Source: an optimization exercise on an open RTL-to-GDS flow (aim: small area, a short achievable clock period and few clock cycles per item). Production flows keep margins and buffers that such runs may drop.
In this exercise RTL edits were held to simulation tests only and were not proved equivalent to the original.
Power is estimated from default activity; no workload was simulated.

==> design.v <==
  localparam int unsigned XLEN    = 32;
  localparam int unsigned SHAMT_W = 5;
  localparam int unsigned CNT_W   = 6;
  localparam logic [4:0] ALU_ADD  = 5'd0;
  localparam logic [4:0] ALU_SUB  = 5'd1;
  localparam logic [4:0] ALU_XOR  = 5'd2;
  localparam logic [4:0] ALU_OR   = 5'd3;
  localparam logic [4:0] ALU_AND  = 5'd4;
  localparam logic [4:0] ALU_XNOR = 5'd5;
  localparam logic [4:0] ALU_ORN  = 5'd6;
  localparam logic [4:0] ALU_ANDN = 5'd7;
  localparam logic [4:0] ALU_SRA  = 5'd8;
  localparam logic [4:0] ALU_SRL  = 5'd9;
  localparam logic [4:0] ALU_SLL  = 5'd10;
  localparam logic [4:0] ALU_LT   = 5'd11;
  localparam logic [4:0] ALU_LTU  = 5'd12;
  localparam logic [4:0] ALU_GE   = 5'd13;
  localparam logic [4:0] ALU_GEU  = 5'd14;
  localparam logic [4:0] ALU_EQ   = 5'd15;
  localparam logic [4:0] ALU_NE   = 5'd16;
  localparam logic [4:0] ALU_SLT  = 5'd17;
  localparam logic [4:0] ALU_SLTU = 5'd18;
  localparam logic [4:0] ALU_MIN  = 5'd19;
  localparam logic [4:0] ALU_MINU = 5'd20;
  localparam logic [4:0] ALU_MAX  = 5'd21;
  localparam logic [4:0] ALU_MAXU = 5'd22;
  localparam logic [4:0] ALU_CLZ  = 5'd23;
  localparam logic [4:0] ALU_CTZ  = 5'd24;
  localparam logic [4:0] ALU_PCNT = 5'd25;
`timescale 1ns/1ps
`default_nettype none
module alu_bitcount
(
  input  logic [31:0] x_i,
  output logic [5:0]  count_o
);
  logic t1, t2, t3, t4, t5, t6, t7, t8, t9, t10, t11, t12, t13, t14, t15, t16, t17, t18, t19, t20, t21, t22, t23, t24, t25, t26, t27, t28, t29, t30, t31, t32, t33, t34, t35, t36, t37, t38, t39, t40, t41, t42, t43, t44, t45, t46, t47, t48, t49, t50, t51, t52, t53, t54, t55, t56, t57, t58, t59, t60, t61, t62;
  assign t1 = x_i[0] ^ x_i[1] ^ x_i[2];
  assign t2 = (x_i[0] & x_i[1]) | (x_i[0] & x_i[2]) | (x_i[1] & x_i[2]);
  assign t3 = x_i[3] ^ x_i[4] ^ x_i[5];
  assign t4 = (x_i[3] & x_i[4]) | (x_i[3] & x_i[5]) | (x_i[4] & x_i[5]);
  assign t5 = x_i[6] ^ x_i[7] ^ x_i[8];
  assign t6 = (x_i[6] & x_i[7]) | (x_i[6] & x_i[8]) | (x_i[7] & x_i[8]);
  assign t7 = x_i[9] ^ x_i[10] ^ x_i[11];
  assign t8 = (x_i[9] & x_i[10]) | (x_i[9] & x_i[11]) | (x_i[10] & x_i[11]);
  assign t9 = x_i[12] ^ x_i[13] ^ x_i[14];
  assign t10 = (x_i[12] & x_i[13]) | (x_i[12] & x_i[14]) | (x_i[13] & x_i[14]);
  assign t11 = x_i[15] ^ x_i[16] ^ x_i[17];
  assign t12 = (x_i[15] & x_i[16]) | (x_i[15] & x_i[17]) | (x_i[16] & x_i[17]);
  assign t13 = x_i[18] ^ x_i[19] ^ x_i[20];
  assign t14 = (x_i[18] & x_i[19]) | (x_i[18] & x_i[20]) | (x_i[19] & x_i[20]);
  assign t15 = x_i[21] ^ x_i[22] ^ x_i[23];
  assign t16 = (x_i[21] & x_i[22]) | (x_i[21] & x_i[23]) | (x_i[22] & x_i[23]);
  assign t17 = x_i[24] ^ x_i[25] ^ x_i[26];
  assign t18 = (x_i[24] & x_i[25]) | (x_i[24] & x_i[26]) | (x_i[25] & x_i[26]);
  assign t19 = x_i[27] ^ x_i[28] ^ x_i[29];
  assign t20 = (x_i[27] & x_i[28]) | (x_i[27] & x_i[29]) | (x_i[28] & x_i[29]);
  assign t21 = x_i[30] ^ x_i[31] ^ t1;
  assign t22 = (x_i[30] & x_i[31]) | (x_i[30] & t1) | (x_i[31] & t1);
  assign t23 = t3 ^ t5 ^ t7;
  assign t24 = (t3 & t5) | (t3 & t7) | (t5 & t7);
  assign t25 = t9 ^ t11 ^ t13;
  assign t26 = (t9 & t11) | (t9 & t13) | (t11 & t13);
  assign t27 = t15 ^ t17 ^ t19;
  assign t28 = (t15 & t17) | (t15 & t19) | (t17 & t19);
  assign t29 = t21 ^ t23 ^ t25;
  assign t30 = (t21 & t23) | (t21 & t25) | (t23 & t25);
  assign t31 = t27 ^ t29;
  assign t32 = t27 & t29;
  assign count_o[0] = t31;
  assign t33 = t2 ^ t4 ^ t6;
  assign t34 = (t2 & t4) | (t2 & t6) | (t4 & t6);
  assign t35 = t8 ^ t10 ^ t12;
  assign t36 = (t8 & t10) | (t8 & t12) | (t10 & t12);
  assign t37 = t14 ^ t16 ^ t18;
  assign t38 = (t14 & t16) | (t14 & t18) | (t16 & t18);
  assign t39 = t20 ^ t22 ^ t24;
  assign t40 = (t20 & t22) | (t20 & t24) | (t22 & t24);
  assign t41 = t26 ^ t28 ^ t30;
  assign t42 = (t26 & t28) | (t26 & t30) | (t28 & t30);
  assign t43 = t32 ^ t33 ^ t35;
  assign t44 = (t32 & t33) | (t32 & t35) | (t33 & t35);
  assign t45 = t37 ^ t39 ^ t41;
  assign t46 = (t37 & t39) | (t37 & t41) | (t39 & t41);
  assign t47 = t43 ^ t45;
  assign t48 = t43 & t45;
  assign count_o[1] = t47;
  assign t49 = t34 ^ t36 ^ t38;
  assign t50 = (t34 & t36) | (t34 & t38) | (t36 & t38);
  assign t51 = t40 ^ t42 ^ t44;
  assign t52 = (t40 & t42) | (t40 & t44) | (t42 & t44);
  assign t53 = t46 ^ t48 ^ t49;
  assign t54 = (t46 & t48) | (t46 & t49) | (t48 & t49);
  assign t55 = t51 ^ t53;
  assign t56 = t51 & t53;
  assign count_o[2] = t55;
  assign t57 = t50 ^ t52 ^ t54;
  assign t58 = (t50 & t52) | (t50 & t54) | (t52 & t54);
  assign t59 = t56 ^ t57;
  assign t60 = t56 & t57;
  assign count_o[3] = t59;
  assign t61 = t58 ^ t60;
  assign t62 = t58 & t60;
  assign count_o[4] = t61;
  assign count_o[5] = t62;
endmodule
`default_nettype wire
`timescale 1ns/1ps
`default_nettype none
module alu_core
(
  input  logic        hold_i,     
  input  logic [4:0]  op_i,
  input  logic [31:0] operand_a_i,
  input  logic [31:0] operand_b_i,
  output logic [31:0] res_o,
  output logic        cmp_result_o,
  output logic [1:0]  shamt_o,
  output logic        fill_o,
  output logic        rev_o
);
  localparam int unsigned XLEN    = 32;
  localparam int unsigned SHAMT_W = 5;
  localparam int unsigned CNT_W   = 6;
  localparam logic [4:0] ALU_ADD  = 5'd0;
  localparam logic [4:0] ALU_SUB  = 5'd1;
  localparam logic [4:0] ALU_XOR  = 5'd2;
  localparam logic [4:0] ALU_OR   = 5'd3;
  localparam logic [4:0] ALU_AND  = 5'd4;
  localparam logic [4:0] ALU_XNOR = 5'd5;
  localparam logic [4:0] ALU_ORN  = 5'd6;
  localparam logic [4:0] ALU_ANDN = 5'd7;
  localparam logic [4:0] ALU_SRA  = 5'd8;
  localparam logic [4:0] ALU_SRL  = 5'd9;
  localparam logic [4:0] ALU_SLL  = 5'd10;
  localparam logic [4:0] ALU_LT   = 5'd11;
  localparam logic [4:0] ALU_LTU  = 5'd12;
  localparam logic [4:0] ALU_GE   = 5'd13;
  localparam logic [4:0] ALU_GEU  = 5'd14;
  localparam logic [4:0] ALU_EQ   = 5'd15;
  localparam logic [4:0] ALU_NE   = 5'd16;
  localparam logic [4:0] ALU_SLT  = 5'd17;
  localparam logic [4:0] ALU_SLTU = 5'd18;
  localparam logic [4:0] ALU_MIN  = 5'd19;
  localparam logic [4:0] ALU_MINU = 5'd20;
  localparam logic [4:0] ALU_MAX  = 5'd21;
  localparam logic [4:0] ALU_MAXU = 5'd22;
  localparam logic [4:0] ALU_CLZ  = 5'd23;
  localparam logic [4:0] ALU_CTZ  = 5'd24;
  localparam logic [4:0] ALU_PCNT = 5'd25;
  logic        op_sub;       
  logic        op_invb;      
  logic        op_rev;       
  logic        op_shift;
  logic        op_add;
  logic [31:0] a, b, p, g;
  logic [31:0] sum;
  logic [32:0] c;
  logic        ltu, lt, eq, cmp;
  assign a = operand_a_i;
  assign b = operand_b_i;
  logic o0, o1, o2, o3, o4;
  assign {o4, o3, o2, o1, o0} = op_i;
  assign op_sub   = o4 | o3 | o2 | o1 | o0;
  assign op_invb  = o4 | o3 | (o0 & ~o1) | (o2 & (o1 | o0));
  assign op_rev   = (op_i == ALU_SLL) | (op_i == ALU_CLZ);
  assign op_add   = (op_i == ALU_ADD) | (op_i == ALU_SUB);
  assign op_shift = (op_i == ALU_SLL) | (op_i == ALU_SRL) | (op_i == ALU_SRA);
  logic [31:0] ab;
  assign ab = a ^ b;
  assign p  = ab ^ {32{op_invb}};
  assign g  = op_invb ? (a & ~b) : (a & b);
  logic [31:0] gg, pp;
  always_comb begin
    gg = g;
    pp = p;
    gg[0] = g[0] | (p[0] & op_sub);
    for (int l = 1; l <= 5; l++) begin
      for (int i = 0; i < 32; i++) begin
        if ((i + 1) % (1 << l) == 0) begin
          gg[i] = gg[i] | (pp[i] & gg[i - (1 << (l-1))]);
          pp[i] = pp[i] & pp[i - (1 << (l-1))];
        end
      end
    end
    for (int l = 4; l >= 1; l--) begin
      for (int i = 0; i < 32; i++) begin
        if ((i + 1) % (1 << l) == (1 << (l-1)) && i >= (1 << l)) begin
          gg[i] = gg[i] | (pp[i] & gg[i - (1 << (l-1))]);
        end
      end
    end
  end
  assign c   = {gg, op_sub};
  assign sum = p ^ (c[31:0] & {32{op_add}});
  assign ltu = ~c[32];
  assign lt  = (a[31] ^ b[31]) ? a[31] : ltu;
  assign eq  = &p;
  logic is_cmp, is_eq, is_ne, flip, lt_sel;
  assign is_cmp = (op_i >= ALU_LT) & (op_i <= ALU_MAXU);
  assign is_eq  = (op_i == ALU_EQ);
  assign is_ne  = (op_i == ALU_NE);
  assign flip   = o2 & (o1 | o0);
  assign lt_sel = o0 ? lt : ltu;
  assign cmp    = is_cmp & ((is_eq | is_ne) ? (eq ^ is_ne) : (lt_sel ^ flip));
  logic [31:0] a_rev, x, sh;
  logic [32:0] sh_ext;
  logic        fill;
  for (genvar k = 0; k < 32; k++) begin : gen_rev
    assign a_rev[k] = a[31-k];
  end
  assign x      = op_rev ? a_rev : a;
  assign fill   = (op_i == ALU_SRA) & a[31];
  assign sh_ext = $signed({fill, x}) >>> b[2:0];
  assign sh     = sh_ext[31:0];
  logic [15:0] v1;
  logic [15:0] z1;
  logic [7:0]  v2;
  logic [1:0]  z2 [8];
  logic [3:0]  v3;
  logic [2:0]  z3 [4];
  logic [1:0]  v4;
  logic [3:0]  z4 [2];
  logic        v5;
  logic [4:0]  z5;
  always_comb begin
    for (int i = 0; i < 16; i++) begin
      v1[i] = x[2*i] | x[2*i+1];
      z1[i] = ~x[2*i];
    end
    for (int i = 0; i < 8; i++) begin
      v2[i] = v1[2*i] | v1[2*i+1];
      z2[i] = v1[2*i] ? {1'b0, z1[2*i]} : {1'b1, z1[2*i+1]};
    end
    for (int i = 0; i < 4; i++) begin
      v3[i] = v2[2*i] | v2[2*i+1];
      z3[i] = v2[2*i] ? {1'b0, z2[2*i]} : {1'b1, z2[2*i+1]};
    end
    for (int i = 0; i < 2; i++) begin
      v4[i] = v3[2*i] | v3[2*i+1];
      z4[i] = v3[2*i] ? {1'b0, z3[2*i]} : {1'b1, z3[2*i+1]};
    end
    v5 = v4[0] | v4[1];
    z5 = v4[0] ? {1'b0, z4[0]} : {1'b1, z4[1]};
  end
  logic run;
  logic sel_t, sel_g, sel_mm, sel_sh, sel_cz, sel_pc, sel_cmp;
  assign run     = ~hold_i;
  assign sel_t   = run & ((op_i <= ALU_OR) | (op_i == ALU_XNOR) | (op_i == ALU_ORN));
  assign sel_g   = run & ((op_i == ALU_OR) | (op_i == ALU_AND) | (op_i == ALU_ORN) | (op_i == ALU_ANDN));
  assign sel_mm  = run & (op_i >= ALU_MIN) & (op_i <= ALU_MAXU);
  assign sel_sh  = run & op_shift;
  assign sel_cz  = run & ((op_i == ALU_CLZ) | (op_i == ALU_CTZ));
  assign sel_pc  = run & (op_i == ALU_PCNT);
  assign sel_cmp = run & (op_i >= ALU_LT) & (op_i <= ALU_SLTU);
  logic [5:0] cz;
  assign cz = v5 ? {1'b0, z5} : 6'd32;
  assign res_o = ({32{sel_t}} & sum)
               | ({32{sel_g}} & g)
               | ({32{(sel_mm & cmp) | sel_pc}} & a)
               | ({32{sel_mm & ~cmp}} & b)
               | ({32{sel_sh}} & sh)
               | ({32{sel_cz}} & {26'b0, cz})
               | {31'b0, sel_cmp & cmp};
  assign cmp_result_o = run & cmp;
  assign shamt_o      = sel_sh ? b[4:3] : 2'b00;
  assign fill_o       = run & fill;
  assign rev_o        = run & (op_i == ALU_SLL);
endmodule
`default_nettype wire
`timescale 1ns/1ps
`default_nettype none
module alu_top
(
  input  logic        clk_i,
  input  logic        rst_n_i,
  input  logic        req_i,
  input  logic [4:0]  op_i,
  input  logic [31:0] operand_a_i,
  input  logic [31:0] operand_b_i,
  output logic        ack_o,
  output logic [31:0] result_o,
  output logic        cmp_result_o
);
  localparam int unsigned XLEN    = 32;
  localparam int unsigned SHAMT_W = 5;
  localparam int unsigned CNT_W   = 6;
  localparam logic [4:0] ALU_ADD  = 5'd0;
  localparam logic [4:0] ALU_SUB  = 5'd1;
  localparam logic [4:0] ALU_XOR  = 5'd2;
  localparam logic [4:0] ALU_OR   = 5'd3;
  localparam logic [4:0] ALU_AND  = 5'd4;
  localparam logic [4:0] ALU_XNOR = 5'd5;
  localparam logic [4:0] ALU_ORN  = 5'd6;
  localparam logic [4:0] ALU_ANDN = 5'd7;
  localparam logic [4:0] ALU_SRA  = 5'd8;
  localparam logic [4:0] ALU_SRL  = 5'd9;
  localparam logic [4:0] ALU_SLL  = 5'd10;
  localparam logic [4:0] ALU_LT   = 5'd11;
  localparam logic [4:0] ALU_LTU  = 5'd12;
  localparam logic [4:0] ALU_GE   = 5'd13;
  localparam logic [4:0] ALU_GEU  = 5'd14;
  localparam logic [4:0] ALU_EQ   = 5'd15;
  localparam logic [4:0] ALU_NE   = 5'd16;
  localparam logic [4:0] ALU_SLT  = 5'd17;
  localparam logic [4:0] ALU_SLTU = 5'd18;
  localparam logic [4:0] ALU_MIN  = 5'd19;
  localparam logic [4:0] ALU_MINU = 5'd20;
  localparam logic [4:0] ALU_MAX  = 5'd21;
  localparam logic [4:0] ALU_MAXU = 5'd22;
  localparam logic [4:0] ALU_CLZ  = 5'd23;
  localparam logic [4:0] ALU_CTZ  = 5'd24;
  localparam logic [4:0] ALU_PCNT = 5'd25;
  logic        ack_q;
  logic [31:0] res_d, res_q;
  logic        cmp_d, cmp_q;
  logic [1:0]  shamt_d, shamt_q;    
  logic        fill_d, fill_q;      
  logic        rev_d, rev_q;        
  logic        busy_q;              
  logic        start_pc;            
  logic [5:0]  pc;
  assign start_pc = req_i & ~ack_q & ~busy_q & (op_i == ALU_PCNT);
  always_ff @(posedge clk_i) begin
    if (!rst_n_i) begin
      ack_q  <= 1'b0;
      busy_q <= 1'b0;
    end else begin
      ack_q  <= req_i & ~start_pc;
      busy_q <= start_pc;
    end
  end
  alu_bitcount u_pcnt (
    .x_i     (res_q),
    .count_o (pc)
  );
  always_ff @(posedge clk_i) begin
    res_q   <= res_d   | (res_q   & {32{ack_q}}) | ({26'b0, pc} & {32{busy_q}});
    cmp_q   <= cmp_d   | (cmp_q   & ack_q);
    shamt_q <= shamt_d | (shamt_q & {2{ack_q}});
    fill_q  <= fill_d  | (fill_q  & ack_q);
    rev_q   <= rev_d   | (rev_q   & ack_q);
  end
  alu_core u_core (
    .hold_i       (ack_q | busy_q),
    .op_i         (op_i),
    .operand_a_i  (operand_a_i),
    .operand_b_i  (operand_b_i),
    .res_o        (res_d),
    .cmp_result_o (cmp_d),
    .shamt_o      (shamt_d),
    .fill_o       (fill_d),
    .rev_o        (rev_d)
  );
  logic [31:0] sh8, sh16, shr;
  for (genvar k = 0; k < 32; k++) begin : gen_sh
    assign sh8[k]  = shamt_q[0] ? ((k + 8  < 32) ? res_q[(k + 8)  % 32] : fill_q) : res_q[k];
    assign sh16[k] = shamt_q[1] ? ((k + 16 < 32) ? sh8[(k + 16) % 32]   : fill_q) : sh8[k];
    assign shr[k]  = rev_q ? sh16[31-k] : sh16[k];
  end
  assign ack_o        = ack_q;
  assign result_o     = shr;
  assign cmp_result_o = cmp_q;
endmodule
`default_nettype wire
==> flow/run.sh <==
#!/bin/bash
# Layout: the standard flow (standard synthesis unchanged), with two
# changes to how the layout is optimised, not to what is measured:
# - the port buffers are the smallest buffer cell instead of the resizer's
#   default pick (a delay buffer); every input and output port still gets one
# - repair_timing aims for a setup slack of 14.5 ns at the design's 22 ns
#   clock, so that it sizes and buffers the critical paths (with the default
#   margin it does nothing, the design meets 22 ns with room to spare),
#   by resizing and pin swaps only (no buffering or cloning)
# ORFS's per-step logs stay under orfs/logs; make's own output goes to
# standard_flow.log in this folder.
set -euo pipefail
bash standard.sh 'BUFFER_PORTS_ARGS=-buffer_cell sky130_fd_sc_hd__buf_1' SETUP_SLACK_MARGIN=14.5 SETUP_MOVE_SEQUENCE=unbuffer,sizeup,swap finish > standard_flow.log 2>&1
test -f out/final.def
==> standard.sh <==
#!/bin/bash
# synth_recipe.tcl (not shown) runs the flow's synth.tcl, then flattens the netlist and writes it again
# the make line also repeats each setting of config.mk as NAME=value (left out here)
make -C /OpenROAD-flow-scripts/flow DESIGN_CONFIG=/design/flow/config.mk WORK_HOME=/design/flow/orfs CLKGATE_MAP_FILE= SYNTH_SCRIPT=/design/flow/synth_recipe.tcl "${@:-finish}"
==> config.mk <==
export PLATFORM = sky130hd
export DESIGN_NAME = alu_top
export DESIGN_NICKNAME = alu_top
export VERILOG_FILES = /design/flow/design.v
export SDC_FILE = /design/flow/constraint.sdc
export NUM_CORES = 4
export LEC_CHECK = 0
export ABC_AREA = 1
export CAP_MARGIN = 20
export CORE_MARGIN = 2
export CORE_UTILIZATION = 40
export CTS_BUF_LIST = sky130_fd_sc_hd__clkbuf_8
export SLEW_MARGIN = 20
==> constraint.sdc <==
create_clock -name core_clock -period 22.0 [get_ports {clk_i}]
set_input_delay 4.4000 -clock core_clock [delete_from_list [all_inputs] [get_ports {clk_i}]]
set_output_delay 4.4000 -clock core_clock [all_outputs]
set_load 0.01 [all_outputs]
==> metrics.md <==
| Metric | Value |
|---|---|
| Status | `timing/DRC/antenna clean` |
| Area grow syn2layout | `7.99%` |
| Total CTS buffers | `5` |
| Slew Limit Fails | `0` |
| Cell area power density | `approximately 67 nW/um^2` |
| Most frequent cells in the layout | `nand2_1 (447), o21ai_0 (183), inv_1 (170)` |
| Max Buffers Root-to-Sink | `2` |
| CTS sink count | `39` |
| Share of cells above drive strength 1 | `~3.8%` |
| #FFs+latches synth | `39` |
| Wire per inst | `17.3 um` |
| Most frequent CP cell | `nand2_1` |
| DRT iter0 DRCs | `~830` |
| Period minus WS final | `just over 7 ns` |
| Slew @ Worst Pin | `0.985 ns` |
| Nets@finish | `about 1,600` |
| Area contributors post-synth | `nand2_1 (21%), o21ai_0 (12%), dfxtp_1 (9.9%)` |
| Synth area leader | `nand2_1` |
| Filler Cell Count | `between 2,000 and 2,500` |
| Commonest non-fill, non-tap cell in the layout | `nand2_1` |
| Ys Warns | `5` |
| Via count | `between 9,000 and 10,000` |
| Initial Util | `between 40% and 50%` |
| H-tree lvl count | `2` |
| Vias in the first global route | `roughly 8,400` |
| Post-Route WL | `between 30,000 and 40,000 um` |
| Placed cell areas | `8370 um^2` |
| Hold path depth | `2` |
| Post-Synthesis Cells | `between 1,000 and 1,500` |
| Slowest cell on crit path | `nor2_8` |
| Top cell family by delay on the critical path | `simple AND/OR/NAND/NOR gates` |
| Flop2flop setup slack | `approximately 17 ns` |
| Post-Synthesis Net Count | `1,523` |
| Syn avg cell area | `5.56 um^2` |
| GRT Util Overall | `just under 30%` |
| Fin cells | `1,739` |
| Die width | `roughly 140 um` |
| Levels on crit path | `23` |
| Post-route DRC | `0` |
| Setup crit start kind | `primary input` |
| Buffers and inverters on the worst path | `4` |
| Fraction of registers with async set/reset | `0%` |
| Row count | `51` |
| Ant. Diodes | `0` |
| Critical Path End Type | `flop` |
| Clk_skew | `0.0130 ns` |
| Placed wire-length estimate | `23,800 um` |
| Maxcap violations | `0` |
| GR Overflow Total | `0` |
| Max-slew headroom | `roughly 34%` |
| Crit path from | `op_i[4]` |
| Remaining antenna violation count | `0` |
| Core footprint | `19,400 um^2` |
| Io pins | `between 100 and 150` |
| Gp weighted congestion | `between 0.9 and 1` |
| Reg-to-reg startpoint | `res_q[12]` |
| Worst setup margin | `14.85 ns` |
| I/O Buffers | `between 100 and 150` |
| Peak VDD IR | `~0.065 mV` |
| Synth cell types | `50` |
| R2R depth | `18` |
| Die area | `roughly 21,000 um^2` |
| Worst Path Required | `22.26 ns` |
| Endpoints failing hold | `0` |
| Largest net degree at the start of global routing | `65` |
| Post-CTS setup buffer count | `0` |
| Antenna violations before repair | `0` |
| Worst-skew pair later-pin latency | `0.32 ns` |
| First-pass GRT wire length | `~46,000 um` |
| Worst-path clk slew | `~0.090 ns` |
| Final instance area | `approximately 8500 um^2` |
| EDFF count, synth | `0` |
| Worst Path Max Fanout | `between 60 and 70` |
| CTS tree | `built` |
| Placement Setup Slack | `roughly 14 ns` |
| Main synth FF type | `dfxtp_1` |
| Final worst path period share | `around a third` |
| Crit Path Category | `primary input to flop` |
| Top-area cell type share of the netlist area | `a little over a fifth` |
| Mapped Area | `approximately 7900 um^2` |
| CP max stage delay | `slightly above 0.4 ns` |
| CTS root buf | `clkbuf_8` |
| Path type of the worst min-delay path | `flop to flop` |
| DR vias/cell | `between 5 and 6` |
| CP Data Arrival Time | `between 7 and 8 ns` |
| Leakage | `approximately 3.7 nW` |
| RSZ-0062 raised after global routing | `false` |
| Final setup fails | `0` |
| Setup TNS | `0 ns` |
| Sequential area share after synthesis | `9.89%` |
| Crit-path cells | `clkbuf_2, nor2_4, nand3_4, buf_16, xnor2_1, inv_1, nor2_1, nand2_1, nand2_1, nand2_1, nand2_1, nand2_1, nand2_2, nand2_1, nand2_1, nand2_1, nand2_1, nand3_2, nand2_4, inv_2, nor2_8, nand2_1, nand3_1` |
| DR pass1 iterations | `5` |
| Hold path start | `cmp_q` |
| Core Util, Final | `a little over two fifths` |
| Placed insts | `1,732` |
| Fmax | `about 0.14 GHz` |
| Die height | `roughly 140 um` |
-- Yosys cell counts, types with 3 or more instances --
master	number
buf_6	6
clkbuf_1	45
o22ai_1	11
dfxtp_1	39
a21oi_1	73
o2111ai_1	6
nand4_1	10
xnor2_2	5
or2_2	3
mux2i_1	5
buf_4	6
ha_1	5
o211ai_1	10
nor2_2	3
o221ai_1	8
nand3_1	79
nand3b_1	13
nand2_2	5
clkinv_1	3
xor2_1	43
o21a_1	6
buf_1	6
xnor2_1	40
inv_1	170
a211oi_1	4
o21ai_0	189
a31oi_1	13
nor3_1	20
nand2_1	447
fa_1	26
nor2_1	93
buf_2	6
-- final cells by class --
class	instances	area [um^2]	share of cell area (%)
clock buffers	6	82.6	0.969
clock inverters	1	5.00	0.0587
inverters	175	657	7.71
multi-input cells	1135	6140	72.1
flip-flops and latches	39	781	9.16
well taps	265	332	3.89
repair buffers	118	524	6.15
-- worst register-to-register path: stages, from the launching register on --
cell     delay, ns
dfxtp_1       0.41
inv_1         0.16
fa_1          0.52
fa_1          0.58
fa_1          0.18
inv_1         0.05
fa_1          0.48
inv_1         0.05
fa_1          0.48
inv_1         0.05
ha_1          0.19
fa_1          0.41
fa_1          0.48
ha_1          0.21
ha_1          0.26
nand2_1       0.09
o21ai_0       0.10
nor4_1        0.31
nand3_1       0.11
-- path summary, 6_finish.rpt --
kind                    end
setup / recovery  res_q[21]
hold / removal        cmp_q
hold reg to reg       cmp_q
setup reg to reg   res_q[4]
-- cells by family (layout without fill, tap and decap cells) --
group / Yosys count / after routing / share of synthesized area [%]
buffers and inverters: 246 / 300 / 13.0
multiplexers: 5 / 5 / 0.634
XOR/XNOR: 88 / 88 / 10.2
flip-flops: 39 / 39 / 9.89
AO/OA/AOI/OAI: 329 / 329 / 22.9
AND/OR/NAND/NOR: 682 / 682 / 36.0
adder cells (fa/ha/maj): 31 / 31 / 7.39
-- what timing repair did --
item | CTS | global route
setup endpoints to repair | 31 | 32
cloned | 0 | 0
resized for setup | 5 | 21
pin swaps | 0 | 1
hold buffers | 0 | 0
-- metal layers --
metal,GRT usage (%),vias up,wire (um)
li1,-,4701,-
met1,39.0,4252,13000
met2,47.0,398,13500
met3,4.21,57,2480
met4,10.3,0,1040
met5,0,-,0
-- registers in the layout, summed over array words and instances (netlist names) --
signal and flops:
res_q 32, shamt_q 2, ack_q 1, busy_q 1, cmp_q 1, fill_q 1, rev_q 1
-- per-stage QoR --
step	hold slack (ns)	total power [mW]
floorplan	0.450	0.363
global placement	0.448	0.496
detailed placement	0.466	0.502
CTS	0.488	0.563
global route	0.570	0.630
finish	0.483	0.569
-- power breakdown --
part	total (mW)	internal, mW	switching, mW
Clock	0.0567	0.0248	0.0319
Sequential	0.0959	0.0815	0.0144
Combinational	0.416	0.161	0.255
Testbench counts, summed over its fixed seeds: cycles 9,778, items 4,800.

-- separate check: timing with driven ports --
No port has a modelled driver above. Below, the same layout with a new extraction and two added sets of constraints. Step 1 assumes that a clkbuf_16 drives the clock port and a buf_2 every other input. Step 2, shift: input delay + t, output delay - t, t = (earliest + latest rising clock arrival at the registers) / 2. This alone moves slack from input paths to output paths. Three values: ideal ports, drivers, drivers and shift; two values: the first two.
t (ns): 0.352
setup slack, ns: 14.850 / 14.865 / 14.513
worst slew at a driven data input, ns: 0.04
cell pins on the clock port's net: 1
After both steps setup and hold are still met in this run. For this run, drivers alone change the setup slack by +0.015 ns; drivers and shift together by -0.337 ns.
